Source: an optimization exercise on an open RTL-to-GDS flow (aim: small area and a short achievable clock period). Production flows keep margins and buffers that such runs may drop.
Function was checked by simulation only, so behaviour that the tests miss may differ from the original.
Power figures rest on the tool's default switching activity, not on a simulated workload.

### config.mk
export PLATFORM = sky130hd
export DESIGN_NAME = gshare_btb_predictor
export DESIGN_NICKNAME = gshare_btb_predictor
export VERILOG_FILES = /design/flow/design.v
export SDC_FILE = /design/flow/constraint.sdc
export NUM_CORES = 4
export LEC_CHECK = 0
export CAP_MARGIN = 20
export CORE_MARGIN = 2
export CORE_UTILIZATION = 30
export SETUP_SLACK_MARGIN = 0.5
export SLEW_MARGIN = 20
### design.v
module gshare_btb_predictor #(
  parameter int DATA_WIDTH = 32,
  parameter int PHT_DEPTH  = 1024,
  parameter int HIST_LEN   = 8,
  parameter int BTB_DEPTH  = 64,
  parameter int TAG_W      = 10,
  localparam int IDX_W     = $clog2(PHT_DEPTH),
  localparam int BI_W      = $clog2(BTB_DEPTH)
) (
  input  logic                  clk,
  input  logic                  rst,
  input  logic [DATA_WIDTH-1:0] pc,
  output logic                  pred_taken,
  output logic [DATA_WIDTH-1:0] pred_target,
  output logic [IDX_W-1:0]      pred_index,
  output logic                  ready,
  input  logic                  upd_valid,
  input  logic [DATA_WIDTH-1:0] upd_pc,
  input  logic [IDX_W-1:0]      upd_index,
  input  logic                  upd_taken,
  input  logic [DATA_WIDTH-1:0] upd_target,
  input  logic                  upd_pred_taken,
  input  logic [DATA_WIDTH-1:0] upd_pred_target,
  output logic                  mispredict,
  output logic [DATA_WIDTH-1:0] redirect_pc,
  output logic [31:0]           branch_cnt,
  output logic [31:0]           mispred_cnt
);
  typedef enum logic {ST_INIT, ST_RUN} state_t;
  localparam logic [IDX_W-1:0] PTR_LAST = IDX_W'(PHT_DEPTH - 1);
  localparam logic [IDX_W:0]   BTB_LIM  = (IDX_W + 1)'(BTB_DEPTH);
  state_t                state;
  logic [IDX_W-1:0]      ptr;
  logic [HIST_LEN-1:0]   ghr;
  logic [1:0]            pht [PHT_DEPTH];
  logic [BTB_DEPTH-1:0]  btb_valid;
  logic [TAG_W-1:0]      btb_tag [BTB_DEPTH];
  logic [DATA_WIDTH-1:0] btb_target [BTB_DEPTH];
  logic [BI_W-1:0]       lk_bi;
  logic [TAG_W-1:0]      lk_tag;
  logic [IDX_W-1:0]      ghr_ext;
  logic                  btb_hit;
  logic [BI_W-1:0]       up_bi;
  logic [TAG_W-1:0]      up_tag;
  logic [1:0]            pht_cur;
  logic [1:0]            pht_next;
  logic [HIST_LEN:0]     ghr_shift;
  assign lk_bi      = pc[BI_W+1:2];
  assign lk_tag     = pc[BI_W+TAG_W+1:BI_W+2];
  assign ghr_ext    = IDX_W'(ghr);
  assign pred_index = pc[IDX_W+1:2] ^ ghr_ext;
  assign btb_hit    = btb_valid[lk_bi] && (btb_tag[lk_bi] == lk_tag);
  assign pred_taken = ready && btb_hit && pht[pred_index][1];
  assign pred_target = pred_taken ? btb_target[lk_bi] : pc + DATA_WIDTH'(4);
  assign mispredict  = upd_valid && ready &&
                       ((upd_pred_taken != upd_taken) ||
                        (upd_taken && (upd_pred_target != upd_target)));
  assign redirect_pc = upd_taken ? upd_target : upd_pc + DATA_WIDTH'(4);
  assign up_bi     = upd_pc[BI_W+1:2];
  assign up_tag    = upd_pc[BI_W+TAG_W+1:BI_W+2];
  assign pht_cur   = pht[upd_index];
  assign ghr_shift = {ghr, upd_taken};
  always_comb begin
    pht_next = pht_cur;
    if (upd_taken) begin
      if (pht_cur != 2'b11) pht_next = pht_cur + 2'b01;
    end else begin
      if (pht_cur != 2'b00) pht_next = pht_cur - 2'b01;
    end
  end
  always_ff @(posedge clk) begin
    if (rst) begin
      state       <= ST_INIT;
      ready       <= 1'b0;
      ptr         <= '0;
      ghr         <= '0;
      branch_cnt  <= '0;
      mispred_cnt <= '0;
    end else begin
      case (state)
        ST_INIT: begin
          pht[ptr] <= 2'b01;
          if ({1'b0, ptr} < BTB_LIM) btb_valid[ptr[BI_W-1:0]] <= 1'b0;
          ptr <= ptr + 1'b1;
          if (ptr == PTR_LAST) begin
            state <= ST_RUN;
            ready <= 1'b1;
          end
        end
        ST_RUN: begin
          if (upd_valid) begin
            pht[upd_index] <= pht_next;
            ghr            <= ghr_shift[HIST_LEN-1:0];
            if (upd_taken) begin
              btb_valid[up_bi]  <= 1'b1;
              btb_tag[up_bi]    <= up_tag;
              btb_target[up_bi] <= upd_target;
            end
            if (branch_cnt != 32'hFFFF_FFFF) branch_cnt <= branch_cnt + 32'd1;
            if (mispredict && (mispred_cnt != 32'hFFFF_FFFF)) mispred_cnt <= mispred_cnt + 32'd1;
          end
        end
        default: state <= ST_INIT;
      endcase
    end
  end
endmodule
### run.sh
#!/bin/bash
# synth_recipe.tcl (not shown) runs the flow's synth.tcl, then flattens the netlist and writes it again
# the make line also repeats each setting of config.mk as NAME=value (left out here)
make -C /OpenROAD-flow-scripts/flow DESIGN_CONFIG=/design/flow/config.mk WORK_HOME=/design/flow/orfs CLKGATE_MAP_FILE= SYNTH_SCRIPT=/design/flow/synth_recipe.tcl finish
### constraint.sdc
create_clock -name core_clock -period 12.0 [get_ports {clk}]
set_input_delay 2.4000 -clock core_clock [delete_from_list [all_inputs] [get_ports {clk}]]
set_output_delay 2.4000 -clock core_clock [all_outputs]
set_load 0.01 [all_outputs]
==> summary.txt <==
placed cells by master, fill, tap and decap left out, types with 100 or more instances in the layout:
cell type,n
a22oi_1,144
nand3_1,102
edfxtp_1,4800
clkbuf_16,473
buf_4,372
nand2_1,354
mux2i_1,121
mux4_2,1629
o21ai_0,175
clkdlybuf4s50_1,226
nor2_1,1134
clkbuf_1,100
a21oi_1,167
nor3_1,122
clkinv_1,107
through the flow:
step	power, uW	std cells	setup WS (ns)	area [um^2]	utilization
2_1_floorplan	20000	10500	-3.44	204000	-
3_3_place_gp	20900	19400	0.905	218000	0.323
3_5_place_dp	20900	19400	0.934	218000	0.323
4_1_cts	35600	20200	0.916	233000	0.346
5_1_grt	36300	20200	0.642	233000	0.346
6_report	35500	20300	0.679	234000	0.346
cell families after synthesis:
family | after synthesis | share of synthesized area
simple gates | 2086 | 0.0437
compound gates | 736 | 0.0235
flops | 4884 | 0.719
buf+inv | 771 | 0.0160
fa+ha+maj | 13 | 0.000802
xor+xnor | 161 | 0.00699
mux | 1808 | 0.191
registers in the layout, indices dropped and copies added, names as in the netlist:
| register | cells |
|---|---|
| branch_cnt | 32 |
| btb_tag | 640 |
| btb_target | 2048 |
| btb_valid | 64 |
| ghr | 8 |
| mispred_cnt | 32 |
| pht | 2048 |
| ptr | 10 |
| ready | 1 |
| state | 1 |
routing by layer:
metal / routed length, um / GRT usage
met3: 74800 / 0.0433
met2: 305000 / 0.294
met1: 253000 / 0.256
met5: 120 / 0
met4: 23200 / 0.0568
critical path: stages:
cell             delay (ns)
buf_8                  0.41
xnor2_2                0.25
inv_8                  0.60
nand2_1                0.45
o221ai_1               0.33
a21oi_1                0.07
o2111a_1               0.28
o311ai_0               0.91
buf_4                  0.25
a32oi_1                0.10
o21bai_1               0.79
nand4b_4               0.63
buf_4                  0.42
mux2_4                 0.31
clkdlybuf4s50_1        0.48
power breakdown:
group	internal, uW	total (uW)	switching, uW
sequential	18600	18600	11.1
combinational	689	1890	1200
clock	8330	15000	6620
total	27600	35500	7830
layout make-up:
type                            instances  share of cell area
Sequential cell                      4884               0.624
Multi-Input combinational cell       4804               0.235
Clock buffer                          577              0.0525
Tap cell                             8968              0.0480
Timing Repair Buffer                  696              0.0273
Clock inverter                        284              0.0123
Inverter                               32            0.000638
Antenna cell                           17            0.000182
path summary, 6_finish.rpt:
check,endpoint,slack [ns],depth (start not counted)
setup reg to reg,pht[336][0],6.79,11
hold reg to reg,ghr[5],0.49,2
hold / removal,ghr[5],0.49,2
setup / recovery,pred_target[10],0.68,15
==> impl_metrics.py <==
metrics = {
    "finish": {
        "seq_area_um2": 146000,
        "multi_input_area_um2": 54800,
        "drive_gt1_frac": 0.265,
        "final_nets": 11000,
        "fill_cells": 62700,
        "syn2layout_area_growth_pct": 15.1,
    },
    "power": {
        "p_leak_uw": 0.0743,
        "p_per_area_nw_per_um2": 152,
        "peakVddDrop_mv": 0.132,
    },
    "synthesis": {
        "synth_cell_types": 74,
        "avgSynthCellArea_um2": 19.4,
        "synth-main-ff-cell": "edfxtp_1",
        "ys_async_sr_fraction": 0,
        "synthCells": 10500,
        "yosysSeqAreaShare": 0.719,
        "ys_warn_count": 1,
        "ys_seq_elements": 4884,
        "synth_area_leaders": "edfxtp_1 (71%), mux4_2 (18%), nor2_1 (2.2%)",
        "synth.cell_area_um2": 203000,
        "synth_edf_count": 4800,
        "yosys-top-cells-count": "edfxtp_1 (4800), mux4_2 (1629), nor2_1 (1206)",
        "synth.most_common_cell": "edfxtp_1",
        "syn_nets": 10600,
        "synth_top_cell_by_area": "edfxtp_1",
        "synth.top_cell.area_share": 0.710,
    },
    "die": {
        "die_w_um": 826,
        "coreArea_um2": 675000,
        "num_rows": 302,
        "die_area_um2": 683000,
        "initial_core_util": 0.301,
        "ioPinCount": 284,
        "die_h_um": 826,
    },
    "cts": {
        "worst_skew_pair.late_latency_ns": 1.09,
        "numCtsBuffers": 468,
        "clk_pin_slew_ns": 0.06,
        "post_cts_buffers": 0,
        "cts_resized": 0,
        "clockRootBuffer": "clkbuf_16",
        "cts_tree": "yes",
        "hold_buffers": 0,
        "htreeDepth": 5,
        "clk_path_buf_depth": 4,
        "numClockSinks": 4884,
    },
    "route": {
        "drtPass1Iterations": 8,
        "vias_per_cell": 5.59,
        "ant_nets": 0,
        "drt_iter0_markers": 18000,
        "wl_per_cell_um": 32.4,
        "wirelength_um": 657000,
        "num_vias": 113000,
        "drc": 0,
    },
    "setup_path": {
        "regToRegStartpoint": "pht[372][0]",
        "worstPathArrival_ns": 8.92,
        "startpoint": "pc[3]",
        "start_kind": "primary input",
        "cp-end-kind": "output pin",
        "crit_path_max_fanout": 68,
        "worstSetupPathType": "in2out",
        "critPathRequiredTime_ns": 9.60,
    },
    "run_status": {
        "status": "finished clean",
    },
    "timing": {
        "setup_viol": 0,
        "tns_ns": 0,
        "finalMaxSlewViolations": 0,
        "max_slew.worst_pin.slew_ns": 1.22,
        "layout_min_cycle_time_ns": 11.32,
        "fmax_ghz": 0.0883,
        "finClkSkew_ns": 0.117,
        "rsz0062_at_grt": "no",
        "slew_headroom": 0.181,
        "finalCritPeriodShare": 0.943,
        "finalHoldViolCount": 0,
        "hold-worst-slack_ns": 0.490,
    },
    "global_route": {
        "overflow": 0,
        "globalRouteTotalUtil": 0.186,
        "grt_pass1_wl_um": 901000,
        "first_global_vias": 110000,
        "antenna_found_initial": 38,
        "grt_max_degree": 249,
    },
    "worst_hold_path": {
        "hold_path_class": "reg2reg",
        "hold_start": "ghr[4]",
    },
    "placement": {
        "place_congestion": 0.853,
        "dp_hpwl_um": 377000,
        "io_buffers": 283,
    },
    "run": {
        "max-cap-violations": 0,
    },
}

==> separate check: timing with driven ports <==
No port has a modelled driver above. Below, the same layout with a new extraction and two added sets of constraints.
Step 1 (the two cells are an assumption about what drives the block):
set clk [get_ports {clk}]
set_driving_cell -lib_cell sky130_fd_sc_hd__clkbuf_16 $clk
set_driving_cell -lib_cell sky130_fd_sc_hd__buf_2 [delete_from_list [all_inputs] $clk]
Step 2 adds t to the input delays and takes it off the output delays; t is the mean of the earliest and latest rising clock arrival at the registers after step 1. Input paths then give back, and output paths get back, about the clock's delay inside the block.
Three values: no drivers, after step 1, after step 2; two values: the first two.
t, ns: 1.155
setup slack, ns: 0.679 / 0.465 / 0.465
worst hold slack (ns): 0.490 / 0.490 / 0.490
clock arrival spread, ns: 0.157 / 0.157
worst register clock-pin slew, ns: 0.08 / 0.08
After both steps this run still meets setup and hold. The setup slack of this run moves by -0.214 ns with the drivers and by -0.214 ns with both steps.
